Source: an optimization exercise on an open RTL-to-GDS flow (aim: small area, a short achievable clock period and few clock cycles). Production flows keep margins and buffers that such runs may drop.
At most, simulation tests tie the RTL to the original design; equivalence was not proved.

v27:
==> flow/design.v (excerpt) <==
module neuron_pe #(
    parameter int N     = 6,
    parameter int BITS  = 16,
    parameter int FRAC  = 8
) (
    input  logic                  clk,
    input  logic                  rst_n,
    input  logic                  load_w,
    input  logic                  start,
    input  logic                  bp,
    input  logic [1:0]            act_sel,
    input  logic [N*BITS-1:0]     x,
    input  logic [N*BITS-1:0]     w,
    input  logic [BITS-1:0]       b,
    input  logic [BITS-1:0]       dz_in,
    input  logic [BITS-1:0]       w_in,
    input  logic [BITS-1:0]       lr,
    output logic                  busy,
    output logic                  done,
    output logic [BITS-1:0]       y,
    output logic [(N+1)*BITS-1:0] w_out
);
    typedef logic signed [15:0] word_t;
    function automatic word_t sadd_cs(input word_t a, input logic [23:0] p,
                                      input logic [23:0] r0,
                                      input logic [23:0] r1, input logic c8);
        logic [15:0] s;
        logic        ovf_p, ovf_s;
        word_t       r_ovf, r_nov;
        ovf_p = p[23:15] != {9{p[23]}};
        s     = a + r0[15:0] + r1[15:0] + {15'd0, c8};
        ovf_s = (a[15] == p[15]) && (s[15] != a[15]);
        r_nov = ovf_s ? {a[15], {15{~a[15]}}} : s;
        if (p[23])
            r_ovf = a[15] ? 16'sh8000 : (a ^ 16'sh8000);
        else
  ...
Size in the first run: roughly 2800 cells after synthesis, ~350 flip-flops.
Settings: LEC_CHECK=0, ABC_AREA=1, CAP_MARGIN=20, CORE_MARGIN=2, CORE_UTILIZATION=40, SLEW_MARGIN=60; clock period 22.0 ns.
standard.sh (not shown) runs the stock make flow with config.mk's settings and CLKGATE_MAP_FILE= SYNTH_SCRIPT=/design/flow/synth_recipe.tcl, a recipe that flattens the netlist after the stock synthesis.
==> flow/flow/run.sh <==
#!/bin/bash
# Layout flow: the standard ORFS flow (standard synthesis unchanged), with
# the port buffers that global placement inserts made plain buf_1 cells
# instead of the default delay buffers. Every port still gets its buffer.
set -euo pipefail
export BUFFER_PORTS_ARGS="-buffer_cell sky130_fd_sc_hd__buf_1"
bash standard.sh > standard.log 2>&1
--- input diff v27..v1 ---
- SLEW_MARGIN now 70, was 60
[summary]
[compare] base=v27 new=v1: non-clock buffer count shows an increase of about 3.6%; buffer share of cell area went up by 0.54 points; final non-filler cell total now larger.
No run of this note included a check of the RTL's function; only the layout flow was run.


neuron_pe, a different RTL version from the one above (not shown whole).
Size in the first run: about 2,800 cells after synthesis, roughly 0.024 mm^2 of cells after synthesis.
## neuron_pe
module neuron_pe #(
    parameter int N     = 6,
    parameter int BITS  = 16,
    parameter int FRAC  = 8
) (
    input  logic                  clk,
    input  logic                  rst_n,
    input  logic                  load_w,
    input  logic                  start,
    input  logic                  bp,
    input  logic [1:0]            act_sel,
    input  logic [N*BITS-1:0]     x,
    input  logic [N*BITS-1:0]     w,
    input  logic [BITS-1:0]       b,
    input  logic [BITS-1:0]       dz_in,
    input  logic [BITS-1:0]       w_in,
    input  logic [BITS-1:0]       lr,
    output logic                  busy,
    output logic                  done,
    output logic [BITS-1:0]       y,
    output logic [(N+1)*BITS-1:0] w_out
);
Settings: LEC_CHECK=0, ABC_AREA=1, CAP_MARGIN=20, CORE_MARGIN=2, CORE_UTILIZATION=40, SLEW_MARGIN=60; clock period 22.0 ns.
Scripts as last shown in full above: flow/flow/run.sh
The first run finished clean.
Testbench counts at the start, summed over its fixed seeds: cycles 10,392.
Edit:
==> flow/run.sh (new file) <==
#!/bin/bash
# synth_recipe.tcl (not shown) runs the flow's synth.tcl, then flattens the netlist and writes it again
# the make line also repeats each setting of config.mk as NAME=value (left out here)
make -C /OpenROAD-flow-scripts/flow DESIGN_CONFIG=/design/flow/config.mk WORK_HOME=/design/flow/orfs CLKGATE_MAP_FILE= SYNTH_SCRIPT=/design/flow/synth_recipe.tcl finish
Settings changed: SLEW_MARGIN 60 to 20.
removed: flow/flow/run.sh
removed: flow/standard.sh
Maximum frequency came out lower by 8.7%; routed wire length grows by 1.3%; utilization goes up by 3.6 points; critical path depth is lower by 22.
Edit:
==> flow/flow/run.sh (new file) <==
#!/bin/bash
# Layout flow: the standard ORFS flow (standard synthesis unchanged), with
# the port buffers that global placement inserts made plain buf_1 cells
# instead of the default delay buffers. Every port still gets its buffer.
set -euo pipefail
export BUFFER_PORTS_ARGS="-buffer_cell sky130_fd_sc_hd__buf_1"
bash standard.sh > standard.log 2>&1
==> flow/standard.sh (new file) <==
#!/bin/bash
# synth_recipe.tcl (not shown) runs the flow's synth.tcl, then flattens the netlist and writes it again
# the make line also repeats each setting of config.mk as NAME=value (left out here)
make -C /OpenROAD-flow-scripts/flow DESIGN_CONFIG=/design/flow/config.mk WORK_HOME=/design/flow/orfs CLKGATE_MAP_FILE= SYNTH_SCRIPT=/design/flow/synth_recipe.tcl "${@:-finish}"
Settings changed: CAP_MARGIN 20 to 60, SLEW_MARGIN 20 to 90.
removed: flow/run.sh
The changed run failed in global routing (5_1_grt).
Synthesized cell count is unchanged.
Area after synthesis does not change.
Edit:
Settings changed: CAP_MARGIN 60 to 40, CORE_UTILIZATION 40 to 55, SLEW_MARGIN 90 to 60.
Effect:
- This time the run went through all stages and came out clean
- synthesized cell count stays the same
- synthesized area does not change
Edit:
Settings changed: CAP_MARGIN 40 to 20, CORE_UTILIZATION 55 to 40, SLEW_MARGIN 60 to 20.
The changed run completed with no timing, DRC or antenna violations.
Clock skew climbs by 0.036 ns.
Clock-buffer cell count falls by 2.
Utilization shrinks by 17 points.
Cell count went up by 6.1%.
Critical path depth went down by 2.
Non-clock buffer count goes down by 10.
Setup slack got worse by 0.15 ns.
Hold slack degrades by 0.0087 ns.
Via count came out lower by 0.89%.
Area after synthesis stays the same.
Sequential cell count stays the same.


Setup of job 3715:
Another version of the RTL of neuron_pe (not shown whole).
For scale: ~2,600 cells after synthesis, ~350 flip-flops, roughly 390 I/O pins, about 22,000 µm² of cells after synthesis.
export LEC_CHECK = 0
export ABC_AREA = 1
export CAP_MARGIN = 20
export CORE_MARGIN = 2
export CORE_UTILIZATION = 40
export CTS_BUF_LIST = sky130_fd_sc_hd__clkbuf_4 sky130_fd_sc_hd__clkbuf_8
export CTS_CLUSTER_SIZE = 30
export SLEW_MARGIN = 60
create_clock -name core_clock -period 22.0 [get_ports {clk}]
==> flow/flow/run.sh <==
#!/bin/bash
# Layout flow: the standard ORFS flow (standard synthesis unchanged), with
# the port buffers that global placement inserts made plain buf_1 cells
# instead of the default delay buffers. Every port still gets its buffer.
set -euo pipefail
export BUFFER_PORTS_ARGS="-buffer_cell sky130_fd_sc_hd__buf_1"
bash standard.sh > standard.log 2>&1
Testbench counts of job 3715, summed over its fixed seeds: cycles 10,392.
### job 3715 -> job 8976
# job 3715
export LEC_CHECK = 0
export ABC_AREA = 1
export CAP_MARGIN = 20
export CORE_MARGIN = 2
export CORE_UTILIZATION = 40
export CTS_BUF_LIST = sky130_fd_sc_hd__clkbuf_4 sky130_fd_sc_hd__clkbuf_8
export CTS_CLUSTER_SIZE = 30
export SLEW_MARGIN = 60
create_clock -name core_clock -period 22.0 [get_ports {clk}]
# job 8976
export LEC_CHECK = 0
export ABC_AREA = 1
export CAP_MARGIN = 20
export CORE_MARGIN = 2
export CORE_UTILIZATION = 40
export CTS_CLUSTER_DIAMETER = 80
export CTS_CLUSTER_SIZE = 30
export PLACE_DENSITY = 0.7
export SLEW_MARGIN = 70
create_clock -name core_clock -period 22.0 [get_ports {clk}]
==> notes.md <==
Between job 3715 and job 8976, H-tree depth reported by CTS is lower for job 8976, job 3715 comes in above that. Cell count, job 8976 vs job 3715: down slightly. Taking job 3715 as the reference, in job 8976 maximum single-stage delay on the critical path held; final area went down 1.3%; number of library cell types mapped by synthesis held; final worst hold slack went up 0.0040 ns. Total routing usage reported by global routing in job 8976 is 1.6 points lower than in job 3715. Lower count of clock buffers in the final design was reported by job 8976, not job 3715. Between job 3715 and job 8976, the flow reports highest attainable clock frequency increasing by a few percent.
The following lists how job 2813 was set up differently from job 8976:
# job 8976
export LEC_CHECK = 0
export ABC_AREA = 1
export CAP_MARGIN = 20
export CORE_MARGIN = 2
export CORE_UTILIZATION = 40
export CTS_CLUSTER_DIAMETER = 80
export CTS_CLUSTER_SIZE = 30
export PLACE_DENSITY = 0.7
export SLEW_MARGIN = 70
create_clock -name core_clock -period 22.0 [get_ports {clk}]
# job 2813
export LEC_CHECK = 0
export ABC_AREA = 1
export CAP_MARGIN = 20
export CORE_MARGIN = 2
export CORE_UTILIZATION = 40
export CTS_CLUSTER_DIAMETER = 80
export CTS_CLUSTER_SIZE = 30
export GPL_ROUTABILITY_DRIVEN = 0
export SLEW_MARGIN = 70
create_clock -name core_clock -period 22.0 [get_ports {clk}]
## What came out
When the final numbers for job 8976 and job 2813 were put side by side, the design area turned out to be smaller in job 2813.
Register clock-pin slew on the reported worst setup and hold paths: job 2813 vs job 8976, no meaningful difference
The count of clock-buffer cells in the layout number comes out lower for job 2813 vs job 8976.
Changes observed in job 2813 relative to job 8976: final period utilization now sits at about the same level, routing usage on met2 now sits higher.
In the flow results for job 8976 and job 2813, the area overhead of the layout relative to synthesis is larger on job 8976.
Fraction of standard cell area in multi-input logic (lower): job 8976
[job 2813] via count of the first global-routing pass rose 1.4% relative to job 8976
Compared with job 8976, job 2813 shows a higher wire length.
The worst-margin pin slew reported for job 2813 is smaller than that of job 8976 by 0.014 ns.
For job 1039, these inputs were changed with respect to job 2813:
# job 2813
export LEC_CHECK = 0
export ABC_AREA = 1
export CAP_MARGIN = 20
export CORE_MARGIN = 2
export CORE_UTILIZATION = 40
export CTS_CLUSTER_DIAMETER = 80
export CTS_CLUSTER_SIZE = 30
export GPL_ROUTABILITY_DRIVEN = 0
export SLEW_MARGIN = 70
create_clock -name core_clock -period 22.0 [get_ports {clk}]
# job 1039
export LEC_CHECK = 0
export ABC_AREA = 1
export CAP_MARGIN = 20
export CORE_MARGIN = 2
export CORE_UTILIZATION = 40
export CTS_CLUSTER_DIAMETER = 80
export CTS_CLUSTER_SIZE = 30
export SLEW_MARGIN = 50
create_clock -name core_clock -period 22.0 [get_ports {clk}]
Results
Simple-gate share of the synthesized area came out exactly the same in job 1039 and job 2813. Against job 2813, job 1039 reports a vias after detailed routing that is lower.

what the ideal ports hide:
Ports are ideal in the flow. The routed layouts listed here were re-timed in OpenROAD. Step 1, drivers: a clkbuf_16 drives clk and a buf_2 each remaining input, both assumed. Step 2 adds t to the input delays and takes it off the output delays; t is the mean of the earliest and latest rising clock arrival at the registers after step 1. Input paths then give back, and output paths get back, about the clock's delay inside the block. a / b / c = ideal ports / drivers / drivers and shift; a / b = the first two.
| run | t (ns) | setup slack, ns | clock arrival spread, ns | slew at the worst register clock pin (ns) |
|---|---|---|---|---|
| v27 | 0.614 | 16.260 / 16.259 / 15.680 | 0.044 / 0.044 | 0.06 / 0.06 |
| v1 | 0.621 | 16.242 / 16.243 / 15.658 | 0.044 / 0.043 | 0.06 / 0.06 |
| the first run of note 2 | 0.635 | 15.966 / 15.966 / 15.473 | 0.056 / 0.056 | 0.07 / 0.07 |
| the second run of note 2 | 0.631 | 15.392 / 15.428 / 14.797 | 0.050 / 0.050 | 0.07 / 0.07 |
| the fourth run of note 2 | 0.618 | 15.886 / 15.886 / 15.576 | 0.032 / 0.032 | 0.07 / 0.07 |
| the fifth run of note 2 | 0.658 | 15.732 / 15.732 / 15.153 | 0.067 / 0.068 | 0.07 / 0.07 |
| job 3715 | 0.732 | 16.028 / 16.028 / 15.551 | 0.060 / 0.061 | 0.07 / 0.07 |
| job 8976 | 0.620 | 16.225 / 16.225 / 15.740 | 0.030 / 0.030 | 0.11 / 0.11 |
| job 2813 | 0.611 | 16.229 / 16.225 / 15.757 | 0.034 / 0.033 | 0.11 / 0.11 |
| job 1039 | 0.630 | 15.664 / 15.705 / 15.075 | 0.027 / 0.028 | 0.11 / 0.11 |
After both steps every run listed still meets setup and hold. For the second run of note 2, which loses most, drivers alone change the setup slack by +0.036 ns; drivers and shift together by -0.595 ns.
